What follows belongs to an exercise in optimizing a design on an open flow for small area, a short achievable clock period and few clock cycles per item; a production flow would make more cautious choices.
No functional check of the RTL was part of any run shown here.
No activity file was given, so power comes from the tool's default toggle rates.

==> flow/config.mk <==
export PLATFORM = sky130hd
export DESIGN_NAME = sliding_window_range_peak
export DESIGN_NICKNAME = sliding_window_range_peak
export VERILOG_FILES = /design/flow/design.v
export SDC_FILE = /design/flow/constraint.sdc
export NUM_CORES = 8
export LEC_CHECK = 0
export ABC_CLOCK_PERIOD_IN_PS = 2000
export CAP_MARGIN = 20
export CORE_MARGIN = 2
export CORE_UTILIZATION = 30
export SETUP_SLACK_MARGIN = 3.9
export SLEW_MARGIN = 20
==> flow/constraint.sdc <==
create_clock -name core_clock -period 7.0 [get_ports {clk}]
set_input_delay 1.4000 -clock core_clock [delete_from_list [all_inputs] [get_ports {clk}]]
set_output_delay 1.4000 -clock core_clock [all_outputs]
set_load 0.01 [all_outputs]
==> flow/design.v <==
package srp_pkg;
    localparam int DATA_W = 31;
    localparam int CFG_W  = 7;
    localparam logic [CFG_W-1:0] WINDOW_SIZE_RESET = 7'd4;
    typedef struct packed {
        logic ready;
        logic last;
    } srp_ctrl_t;
endpackage
module srp_ge (input logic [30:0] a, input logic [30:0] b, output logic ge);
    logic [62:0] gt, lt;
    for (genvar i = 0; i < 32; i++) begin : g_leaf
        if (i < 31) begin : g_bit
            assign gt[31+i] = a[i] & ~b[i];
            assign lt[31+i] = ~a[i] & b[i];
        end else begin : g_pad
            assign gt[31+i] = 1'b0;
            assign lt[31+i] = 1'b0;
        end
    end
    for (genvar k = 0; k < 31; k++) begin : g_node
        assign gt[k] = gt[2*k+2] | (~lt[2*k+2] & gt[2*k+1]);
        assign lt[k] = lt[2*k+2] | (~gt[2*k+2] & lt[2*k+1]);
    end
    assign ge = ~lt[0];
endmodule
module sliding_window_range_peak #(
    parameter int WINDOW_MAX = 64
) (
    input  logic                      clk,
    input  logic                      rst_n,
    input  logic                      cfg_we,
    input  logic [srp_pkg::CFG_W-1:0] cfg_wdata,
    input  logic                      s_tvalid,
    output logic                      s_tready,
    input  logic [31:0]               s_tdata,
    input  logic                      s_tlast,
    output logic                      m_tvalid,
    input  logic                      m_tready,
    output logic [63:0]               m_tdata,
    output logic                      m_tuser,
    output logic                      m_tlast
);
    localparam int DW   = srp_pkg::DATA_W;
    localparam int WM   = 64;
    localparam int UMAX = 5;                
    localparam int N    = WM + UMAX - 1;    
    localparam int TW   = 3;                
    logic [6:0] cfg_eff, weff;
    always_comb
        if (cfg_wdata == 7'd0)      cfg_eff = 7'd1;
        else if (cfg_wdata > 7'd64) cfg_eff = 7'd64;
        else                        cfg_eff = cfg_wdata;
    always_ff @(posedge clk or negedge rst_n)
        if (!rst_n)      weff <= srp_pkg::WINDOW_SIZE_RESET;
        else if (cfg_we) weff <= cfg_eff;
    logic [WM-1:0] incl;
    always_ff @(posedge clk)
        for (int a = 0; a < WM; a++) incl[a] <= (weff > a);
    logic       tr, fresh, replay, pclr, armed, ov;
    logic [6:0] n_cnt, ph;
    logic [2:0] wc, cc;
    logic       wr, clr;
    logic [6:0] n_next;
    logic [2:0] ucnt;
    assign wr     = s_tvalid & tr;
    assign ucnt   = wc - cc;
    assign n_next = fresh ? 7'd1 : ((n_cnt == 7'd64) ? n_cnt : n_cnt + 7'd1);
    assign clr    = pclr & (ph == 7'd1);
    logic [(1<<TW)-1:0] cb_rdy, cb_last;
    always_ff @(posedge clk)
        if (wr) begin
            cb_rdy[wc]  <= (n_next >= weff);
            cb_last[wc] <= s_tlast;
        end
    logic [N-1:0][DW-1:0] ring;
    logic [N-1:0]         fmx, fmn;
    logic [WM-1:1]        ge, cen;
    for (genvar j = 1; j < WM; j++) begin : g_cmp
        srp_ge u_ge (.a(ring[0]), .b(ring[j]), .ge(ge[j]));
        assign cen[j] = (ph == 7'd0) | (ph > 7'(j));
    end
    always_ff @(posedge clk) begin
        ring[0] <= wr ? s_tdata[DW-1:0] : ring[N-1];
        for (int i = 1; i < N; i++) ring[i] <= ring[i-1];
    end
    always_ff @(posedge clk) begin
        fmx[0] <= ~wr & ~clr & fmx[N-1];
        fmn[0] <= ~wr & ~clr & fmn[N-1];
        for (int i = 1; i < N; i++) begin
            if (i - 1 >= 1 && i - 1 < WM) begin
                fmx[i] <= ~clr & (fmx[i-1] | (cen[i-1] &  ge[i-1]));
                fmn[i] <= ~clr & (fmn[i-1] | (cen[i-1] & ~ge[i-1]));
            end else begin
                fmx[i] <= ~clr & fmx[i-1];
                fmn[i] <= ~clr & fmn[i-1];
            end
        end
    end
    logic       ev;
    logic [2:0] ek;
    always_comb begin
        ek = '0;
        ev = 1'b0;
        for (int k = 0; k < UMAX; k++)
            if (ph == 7'((1 - k + N) % N)) begin
                ek = 3'(k);
                ev = (ucnt > 3'(k));
            end
        ev = ev & (~replay | armed);
    end
    logic [2:0] etag;
    assign etag = wc - 3'd1 - ek;
    logic [WM-1:0] vmx, vmn, hmx, hmn, smx, smn;
    always_comb begin
        for (int a = 0; a < WM; a++) begin
            vmx[a] = incl[a] & ~fmx[a+1];
            vmn[a] = incl[a] & ~fmn[a+1];
        end
        hmx = {1'b0, vmx[WM-1:1]};
        hmn = {1'b0, vmn[WM-1:1]};
        for (int s = 1; s < WM; s = s * 2) begin
            hmx = hmx | (hmx >> s);
            hmn = hmn | (hmn >> s);
        end
        smx = vmx & ~hmx;
        smn = vmn & ~hmn;
    end
    logic [DW-1:0] selmx, selmn;
    always_comb begin
        selmx = '0;
        selmn = '0;
        for (int a = 0; a < WM; a++) begin
            selmx = selmx | ({DW{smx[a]}} & ring[a+1]);
            selmn = selmn | ({DW{smn[a]}} & ring[a+1]);
        end
    end
    logic          va;
    logic [2:0]    taga;
    logic          rdya, lasta;
    logic [DW-1:0] mxa, mna;
    always_ff @(posedge clk) begin
        mxa   <= selmx;
        mna   <= selmn;
        taga  <= etag;
        rdya  <= cb_rdy[etag];
        lasta <= cb_last[etag];
    end
    logic          vb;
    logic [2:0]    tagb;
    logic          rdyb, lastb;
    logic [DW-1:0] spread;
    always_ff @(posedge clk) begin
        spread <= rdya ? (mxa - mna) : '0;
        tagb   <= taga;
        rdyb   <= rdya;
        lastb  <= lasta;
    end
    logic [DW-1:0] best_reg, best_out, spread_q, bestout_q;
    logic          rdy_q, last_q, bvalid;
    assign best_reg = (bvalid & ~last_q) ? bestout_q : '0;
    logic          commit, drop;
    assign best_out = (spread > best_reg) ? spread : best_reg;
    assign commit   = vb & (tagb == cc) & (~ov | m_tready);
    assign drop     = vb & ~commit;
    always_ff @(posedge clk)
        if (commit) begin
            spread_q  <= spread;
            bestout_q <= best_out;
            rdy_q     <= rdyb;
            last_q    <= lastb;
        end
    logic [2:0] wc_n, cc_n, u_n;
    logic       fresh_n, replay_n;
    logic [6:0] ph_n;
    always_comb begin
        wc_n     = wc + 3'(wr);
        cc_n     = cc + 3'(commit);
        u_n      = wc_n - cc_n;
        fresh_n  = wr ? s_tlast : fresh;
        ph_n     = wr ? 7'd0 : ((ph == 7'(N - 1)) ? 7'd0 : ph + 7'd1);
        replay_n = (replay | drop) & (u_n != 3'd0);
    end
    always_ff @(posedge clk or negedge rst_n)
        if (!rst_n) begin
            tr       <= 1'b0;
            fresh    <= 1'b1;
            replay   <= 1'b0;
            pclr     <= 1'b0;
            armed    <= 1'b0;
            ov       <= 1'b0;
            n_cnt    <= 7'd0;
            ph       <= 7'd0;
            wc       <= 3'd0;
            cc       <= 3'd0;
            va       <= 1'b0;
            vb       <= 1'b0;
            bvalid   <= 1'b0;
        end else begin
            tr     <= ~replay_n & (u_n < 3'(UMAX)) & ((fresh_n & (u_n == 3'd0)) | (ph_n == 7'd0));
            fresh  <= fresh_n;
            replay <= replay_n;
            pclr   <= replay_n & (drop | (pclr & ~clr));
            armed  <= replay_n & ~drop & (armed | clr);
            ov     <= commit | (ov & ~m_tready);
            if (wr) n_cnt <= n_next;
            ph     <= ph_n;
            wc     <= wc_n;
            cc     <= cc_n;
            va     <= ev;
            vb     <= va;
            if (commit) bvalid <= 1'b1;
        end
    assign s_tready = tr;
    assign m_tvalid = ov;
    assign m_tdata  = {2'b00, bestout_q, spread_q};
    assign m_tuser  = rdy_q;
    assign m_tlast  = last_q;
endmodule
==> flow/run.sh <==
#!/bin/bash
# synth_recipe.tcl (not shown) runs the flow's synth.tcl, then flattens the netlist and writes it again
# the make line also repeats each setting of config.mk as NAME=value (left out here)
make -C /OpenROAD-flow-scripts/flow DESIGN_CONFIG=/design/flow/config.mk WORK_HOME=/design/flow/orfs CLKGATE_MAP_FILE= SYNTH_SCRIPT=/design/flow/synth_recipe.tcl finish
==> impl_metrics.tcl, run 1 <==
set metrics [dict create \
    status "timing/DRC/antenna clean" \
    vdd.ir_drop.worst_uv 189 \
    top_level_ports 113 \
    final_clock_period_utilization_by_the_worst_path_pct 63.5 \
    synth_enable_flop_cells 80 \
    critical_path.endpoint_type "flip-flop" \
    min_path_type "flip-flop to flip-flop" \
    share_clk_of_total_power_pct 50.6 \
    slew_headroom_pct 7.22 \
    timing_hold_violations_final 0 \
    critical_path.most_common_cell "sky130_fd_sc_hd__buf_6" \
    insertion_delay_ns 1.01 \
    most_frequent_cells_in_the_layout "2363 x sky130_fd_sc_hd__dfxtp_1, 1167 x sky130_fd_sc_hd__a21oi_1, 1068 x sky130_fd_sc_hd__nand2_1" \
    final_net_count 14400 \
    period_needed_ns 4.45 \
    yosys.cell_types.count 92 \
    critical_path.max_fanout 19 \
    most_crowded_layer_gr "met2" \
    wl_per_cell_um 37.4 \
    share_of_post_route_cells_with_drive_strength_above_1_pct 21.6 \
    drtPass1Iterations 12 \
    grt_first_pass_wirelength_um 992000 \
    criticalPathCategory "flip-flop to flip-flop" \
    tritoncts "done" \
    fp.dieArea_um2 402000 \
    dp_hpwl_um 517000 \
    max-cap-violations 0 \
    via_count 131000 \
    htreeDepth 5 \
    design.core.area_um2 396000 \
    highest_clock_rate_mhz 225 \
    crit_path_max_incr_delay_ns 0.91 \
    via_count_of_the_first_global_routing_pass 119000 \
    drt-vias-per-instance 6.63 \
    multiInputGateArea_um2 71000 \
    die_width_um 634 \
    clk_root_buffer_cell "sky130_fd_sc_hd__clkbuf_16" \
    rsz_0062_raised_after_global_routing "yes" \
    ys_warn_count 1 \
    switching_power_w 0.00804 \
    layout_commonest_cell "sky130_fd_sc_hd__dfxtp_1" \
    grt_use_met2_pct 49.0 \
    synth.avg_cell_area_um2 8.69 \
    static-leakage-power_nw 56.2 \
    floorplan.die.height_um 634 \
    power_per_cell_area_nw_per_um2 209 \
    port-buffer-count 109 \
    layout.cell_area.non_filler_um2 156000 \
    worstPathArrival_ns 5.29 \
    global_route.usage.met3_pct 13.7 \
    grt.overflow.total 0 \
    cp_data_required_time_ns 7.84 \
    synthArstFlopShare_pct 1.42 \
    syn-instance-count 13700 \
    initial_core_util_pct 30.1 \
    cp_cell_sequence "nor2b_4, buf_6, buf_6, nor3_4, nand4_1, buf_6, buf_4, or3_4, nor2_1, and2_1, buf_4, buf_6, a22oi_1, nand4_1, nor4_4, nand3_1" \
    worst_slew_pin_slew_ns 1.38 \
    internal_power_w 0.0245 \
    syn_area_um2 119000 \
    grt_util_all_layers_pct 35.0 \
    report.final.slew_viol_count 0 \
    global_route.usage.met1_pct 42.5 \
    gpl.final_weighted_congestion 1.09 \
    grt_start_max_net_pins 94 \
    number_of_clock_buffers_inserted_by_tritoncts 299 \
    cts.path.max_buffers 4 \
    syn2layout_area_growth_pct 30.6 \
    dr.first_iter.drc_count 24300 \
    grt_antenna_before_repair 47 \
    timing.setup.tns_ns 0 \
    seq_area_frac_synth_pct 43.3 \
    cts_num_sinks 2527 \
    clk_transition_reported_paths_ns 0.06 \
    drc 0 \
    final.fill_count 38800 \
    ant_nets 0 \
    finClkSkew_ns 0.0890 \
    comb_power_share_pct 4.5 \
    switching_share_pct 24.7 \
    setup_viol 0 \
    totalWireLength_um 740000 \
    fp-row-count 231 \
    ys.flop_type "sky130_fd_sc_hd__dfxtp_1" \
    detailed_place.area_um2 128000 \
    seq_area_um2 51700 \
    holdBufCountCts 0 \
    rrSetupSlack_ns 2.55 \
    critPathLaunchType "flip-flop" \
    synth.ff_latch_count 2527 \
    seqPwrFrac_pct 44.9 \
    hold-worst-slack_ns 0.313 \
    cp_slowest_cell "sky130_fd_sc_hd__nand4_1" \
]
==> timing repair <==
action | 4_1_cts | 5_1_grt
setup buffers | 441 | 125
gates cloned | 45 | 6
endpoints found under the setup margin | 326 | 247
pin swaps | 789 | 683
resized for setup | 1930 | 530
==> cell usage after synthesis, types with 57 or more instances <==
master | count | area, um2
sky130_fd_sc_hd__o21ai_0 | 1032 | 5160
sky130_fd_sc_hd__o211ai_1 | 63 | 473
sky130_fd_sc_hd__a21oi_1 | 1296 | 6490
sky130_fd_sc_hd__nand4_1 | 213 | 1330
sky130_fd_sc_hd__nor4_1 | 57 | 357
sky130_fd_sc_hd__o21a_1 | 82 | 616
sky130_fd_sc_hd__a221o_1 | 67 | 671
sky130_fd_sc_hd__nor3_1 | 154 | 771
sky130_fd_sc_hd__a221oi_1 | 425 | 3720
sky130_fd_sc_hd__nand2b_1 | 258 | 1610
sky130_fd_sc_hd__and3_1 | 82 | 513
sky130_fd_sc_hd__nand3_1 | 284 | 1420
sky130_fd_sc_hd__a22o_1 | 244 | 2140
sky130_fd_sc_hd__a31oi_1 | 88 | 551
sky130_fd_sc_hd__a21o_1 | 88 | 661
sky130_fd_sc_hd__maj3_1 | 577 | 5780
sky130_fd_sc_hd__dfxtp_1 | 2411 | 48300
sky130_fd_sc_hd__a222oi_1 | 338 | 3380
sky130_fd_sc_hd__nand2_1 | 1113 | 4180
sky130_fd_sc_hd__nor2_1 | 649 | 2440
sky130_fd_sc_hd__edfxtp_1 | 80 | 2400
sky130_fd_sc_hd__ha_1 | 85 | 1060
sky130_fd_sc_hd__clkbuf_1 | 817 | 3070
sky130_fd_sc_hd__nor2b_1 | 250 | 1560
sky130_fd_sc_hd__a211oi_1 | 64 | 480
sky130_fd_sc_hd__a22oi_1 | 843 | 6330
sky130_fd_sc_hd__buf_1 | 122 | 458
sky130_fd_sc_hd__o22ai_1 | 269 | 1680
sky130_fd_sc_hd__inv_1 | 639 | 2400
sky130_fd_sc_hd__o31ai_1 | 97 | 728
==> cell families (layout without fill, tap and decap cells) <==
kind of cell	after synthesis	count (layout)	synth area share [%]
multiplexers	74	74	0.702
adder cells (fa/ha/maj)	666	666	5.80
XOR/XNOR	33	33	0.242
AND/OR/NAND/NOR	3272	3278	13.3
AO/OA/AOI/OAI	5498	5498	31.5
other	1	59	0.00315
buffers and inverters	1645	2410	5.25
flip-flops	2527	2527	43.3
==> layer usage <==
metal	wire (um)	vias up	part of all wire [%]
met5	321	-	0.043
met4	73700	26	10
met3	113000	2910	15
met2	292000	11400	39
met1	261000	63300	35
li1	-	53500	-
==> critical path, delay by kind of cell (launching register included) <==
| kind | cells | cell delay [ns] |
|---|---|---|
| AND/OR/NAND/NOR | 9 | 2.62 |
| buffers and inverters | 6 | 0.96 |
| AO/OA/AOI/OAI | 1 | 0.33 |
| flip-flops | 1 | 0.32 |
==> state kept, by name, indices dropped and copies added, names as in the netlist, 8 cells and up <==
signal,cells
spread,31
incl,64
fmx,68
ring,2108
fmn,68
cb_last,8
mna,31
spread_q,31
cb_rdy,8
mxa,31
bestout_q,31
==> cell type report <==
| class | instances | share of cell area, % |
|---|---|---|
| antenna | 57 | 0.0916 |
| sequential | 2527 | 33.2 |
| tap | 5242 | 4.21 |
| clock inverter | 132 | 0.962 |
| timing repair inverter | 3 | 0.0217 |
| timing repair buffer | 1221 | 8.80 |
| clock buffer | 401 | 5.45 |
| multi-input combinational | 9551 | 45.6 |
| inverter | 653 | 1.65 |
==> final timing paths <==
kind | startpoint | depth (start not counted) | to
worst max-delay path | incl[63] | 16 | mna[9]
worst min-delay path | ring[2062] | 0 | ring[2093]
worst max register to register | incl[63] | 16 | mna[9]
worst min register to register | ring[2062] | 0 | ring[2093]
max in group asynchronous | rst_n | 1 | ph[1]
min in group asynchronous | rst_n | 1 | ov
==> power by group through the flow <==
stage               Clock, W  Combinational [W]  Sequential (W)
finish                0.0164            0.00147          0.0146
global route          0.0170            0.00149          0.0146
floorplan                  0           0.000572          0.0149
CTS                   0.0164            0.00133          0.0146
detailed placement         0            0.00104          0.0149
global placement           0            0.00104          0.0149
==> per-stage QoR <==
stage	cells	power, W	utilization [%]	setup slack, ns
4_1_cts	19600	0.0323	38.4	2.90
2_1_floorplan	13700	0.0155	-	2.83
3_3_place_gp	18600	0.0160	32.4	1.52
5_1_grt	19700	0.0331	39.3	2.60
3_5_place_dp	18600	0.0160	32.4	1.58
6_report	19800	0.0325	39.3	2.55
==> run 2: changes to the inputs <==
--- a/flow/config.mk
+++ b/flow/config.mk
@@ -7,3 +7,3 @@
 export LEC_CHECK = 0
-export ABC_CLOCK_PERIOD_IN_PS = 2000
+export ABC_CLOCK_PERIOD_IN_PS = 2800
 export CAP_MARGIN = 20
==> run 2 against run 1 <==
Critical path depth did not move. Area after synthesis stayed put. Clock skew did not move. Register-to-register slack about the same. Worst hold slack did not move. Wire length unchanged. Cell count is the same. Critical endpoint unchanged.
==> impl_metrics.tcl, run 2 <==
set metrics [dict create \
    most_crowded_layer_gr "met2" \
    syn_area_um2 119000 \
    synth.ff_latch_count 2527 \
    final.fill_count 38800 \
    critical_path.max_fanout 19 \
    min_path_type "flip-flop to flip-flop" \
    worstPathArrival_ns 5.29 \
    internal_power_w 0.0245 \
    max-cap-violations 0 \
    vdd.ir_drop.worst_uv 189 \
    synth.top_cell.area_share_pct 40.5 \
    layout_commonest_cell "sky130_fd_sc_hd__dfxtp_1" \
    report.final.slew_viol_count 0 \
    port-buffer-count 109 \
    htreeDepth 5 \
    global_route.usage.met1_pct 42.5 \
    holdBufCountCts 0 \
    grt.overflow.total 0 \
    wl_per_cell_um 37.4 \
    finClkSkew_ns 0.0890 \
    syn2layout_area_growth_pct 30.6 \
    drtPass1Iterations 12 \
    top_level_ports 113 \
    fin_util_pct 39.3 \
    clk_transition_reported_paths_ns 0.06 \
    yosys-top-cells-area "sky130_fd_sc_hd__dfxtp_1 40%, sky130_fd_sc_hd__a21oi_1 5.4%, sky130_fd_sc_hd__a22oi_1 5.3%" \
    rsz_0062_raised_after_global_routing "yes" \
    initial_core_util_pct 30.1 \
    yosys.cell_types.count 92 \
    number_of_clock_buffers_inserted_by_tritoncts 299 \
    comb_power_share_pct 4.5 \
    final_net_count 14400 \
    insertion_delay_ns 1.01 \
    status "timing/DRC/antenna clean" \
    highest_clock_rate_mhz 225 \
    global_route.usage.met3_pct 13.7 \
    dr.first_iter.drc_count 24300 \
    critPathLaunchType "flip-flop" \
    post_synthesis_cell_type_with_the_largest_combined_area "sky130_fd_sc_hd__dfxtp_1" \
    synth_most_common_cell "sky130_fd_sc_hd__dfxtp_1" \
    period_needed_ns 4.45 \
    slew_headroom_pct 7.22 \
    cts.path.max_buffers 4 \
    ant_nets 0 \
    drc 0 \
    ys_warn_count 1 \
    largest_reg_flops 2108 \
    synth.avg_cell_area_um2 8.69 \
    worst_slew_pin_slew_ns 1.38 \
    critical_path.endpoint_type "flip-flop" \
    switching_share_pct 24.7 \
    design.core.area_um2 396000 \
    criticalPathCategory "flip-flop to flip-flop" \
    timing_hold_violations_final 0 \
    tritoncts "done" \
    via_count_of_the_first_global_routing_pass 119000 \
    finalNonFillerCells 19800 \
    fp.dieArea_um2 402000 \
    multiInputGateArea_um2 71000 \
    worst_r2r_startpoint "incl[63]" \
    drt-vias-per-instance 6.63 \
    cp_data_required_time_ns 7.84 \
    totalWireLength_um 740000 \
    share_of_post_route_cells_with_drive_strength_above_1_pct 21.6 \
    grt_use_met2_pct 49.0 \
    critical_path.most_common_cell "sky130_fd_sc_hd__buf_6" \
    most_frequent_cells_in_the_layout "2363 x sky130_fd_sc_hd__dfxtp_1, 1167 x sky130_fd_sc_hd__a21oi_1, 1068 x sky130_fd_sc_hd__nand2_1" \
    placed_cells 18600 \
    share_clk_of_total_power_pct 50.6 \
    top_register "ring" \
    synth_commonest_cells "2411 x sky130_fd_sc_hd__dfxtp_1, 1296 x sky130_fd_sc_hd__a21oi_1, 1113 x sky130_fd_sc_hd__nand2_1, 1032 x sky130_fd_sc_hd__o21ai_0, 843 x sky130_fd_sc_hd__a22oi_1" \
    dp_hpwl_um 517000 \
    via_count 131000 \
    synth_enable_flop_cells 80 \
    floorplan.die.height_um 634 \
    seq_area_um2 51700 \
    grt_first_pass_wirelength_um 992000 \
    cp_slowest_cell "sky130_fd_sc_hd__nand4_1" \
    fp-row-count 231 \
    final_clock_period_utilization_by_the_worst_path_pct 63.5 \
    gpl.final_weighted_congestion 1.09 \
    hold-worst-slack_ns 0.313 \
    largest_registers "ring: 2108 flops, fmn: 68 flops, fmx: 68 flops" \
    syn-instance-count 13700 \
    static-leakage-power_nw 56.2 \
    cp_cell_sequence "nor2b_4, buf_6, buf_6, nor3_4, nand4_1, buf_6, buf_4, or3_4, nor2_1, and2_1, buf_4, buf_6, a22oi_1, nand4_1, nor4_4, nand3_1" \
    startpoint "incl[63]" \
    grt_antenna_before_repair 47 \
    die_width_um 634 \
    crit_path_max_incr_delay_ns 0.91 \
    finalPower_w 0.0325 \
    switching_power_w 0.00804 \
    cts_num_sinks 2527 \
    grt_util_all_layers_pct 35.0 \
    clk_root_buffer_cell "sky130_fd_sc_hd__clkbuf_16" \
    seq_area_frac_synth_pct 43.3 \
    timing.setup.tns_ns 0 \
    synthArstFlopShare_pct 1.42 \
    seqPwrFrac_pct 44.9 \
    hold_start "ring[2062]" \
    ys.flop_type "sky130_fd_sc_hd__dfxtp_1" \
    setup_viol 0 \
    grt_start_max_net_pins 94 \
    power_per_cell_area_nw_per_um2 209 \
]
[run 2: cell counts after synthesis]
No cell type changed its count.
[run 2: layout make-up]
class / count / share of cell area, %
clock buffer: 401 / 5.45
multi-input combinational: 9551 / 45.6
inverter: 653 / 1.65
timing repair buffer: 1221 / 8.80
tap: 5242 / 4.21
antenna: 57 / 0.0916
sequential: 2527 / 33.2
clock inverter: 132 / 0.962
timing repair inverter: 3 / 0.0217
[run 2: worst paths after layout]
check | cells past startpoint | endpoint | slack, ns
min | 0 | ring[2093] | 0.31
min in group asynchronous | 1 | ov | 0.58
max in group asynchronous | 1 | ph[1] | 5.80
max reg2reg | 16 | mna[9] | 2.55
max | 16 | mna[9] | 2.55
min reg2reg | 0 | ring[2093] | 0.31
[run 2: cells by family (layout without fill, tap and decap cells)]
logic type / after synthesis / in the layout / synth area share, %
muxes: 74 / 74 / 0.702
DFF: 2527 / 2527 / 43.3
adders and majority gates: 666 / 666 / 5.80
xor gates and xnor gates: 33 / 33 / 0.242
AOI/OAI and AO/OA: 5498 / 5498 / 31.5
and+or+nand+nor: 3272 / 3278 / 13.3
other: 1 / 59 / 0.00315
buffers and inverters: 1645 / 2410 / 5.25
[run 2: what timing repair did]
item / in CTS / in global routing
buffers inserted: 441 / 125
pin swaps: 789 / 683
gates resized for setup: 1930 / 530
cloned: 45 / 6
endpoints found under the setup margin: 326 / 247
[run 2: power by group through the flow]
stage / combinational [W] / sequential, W / clock, W
final: 0.00147 / 0.0146 / 0.0164
after global routing: 0.00149 / 0.0146 / 0.0170
after CTS: 0.00133 / 0.0146 / 0.0164
after detailed placement: 0.00104 / 0.0149 / 0
after global placement: 0.00104 / 0.0149 / 0
after floorplan: 0.000572 / 0.0149 / 0
[run 2: routing by layer]
layer	wire [um]	vias up
met2	292000	11400
met3	113000	2910
met1	261000	63300
met4	73700	26
li1	-	53500
met5	321	-
[run 2: worst max-delay path, delay by kind of cell, from the launching register on]
kind / cells / cell delay (ns)
simple gates: 9 / 2.62
buf+inv: 6 / 0.96
flops: 1 / 0.32
compound gates: 1 / 0.33
[run 2: stage by stage]
stage	cell area [um2]	worst slack, ns
2_1_floorplan	120000	2.83
6_report	156000	2.55
4_1_cts	152000	2.90
3_5_place_dp	128000	1.58
3_3_place_gp	128000	1.52
5_1_grt	156000	2.60

[port drivers added, routing unchanged]
The flow's constraints put no driver on any port. The routed layouts listed below were extracted and timed again, unchanged, in two steps. Step 1 assumes that a clkbuf_16 drives the clock port and a buf_2 every other input. Step 2 adds t to the input delays and takes it off the output delays; t is the mean of the earliest and latest rising clock arrival at the registers after step 1. Input paths then give back, and output paths get back, about the clock's delay inside the block. Three values: no drivers, after step 1, after step 2; two values: the first two.
| run | t, ns | setup slack, ns | clock arrival spread, ns | slew at the worst register clock pin (ns) | cell pins on the clock port's net |
|---|---|---|---|---|---|
| run 1 | 1.076 | 2.554 / 2.554 / 2.554 | 0.097 / 0.096 | 0.07 / 0.07 | 1 |
| run 2 | 1.076 | 2.554 / 2.554 / 2.554 | 0.097 / 0.096 | 0.07 / 0.07 | 1 |
After both steps every run listed still meets setup and hold.
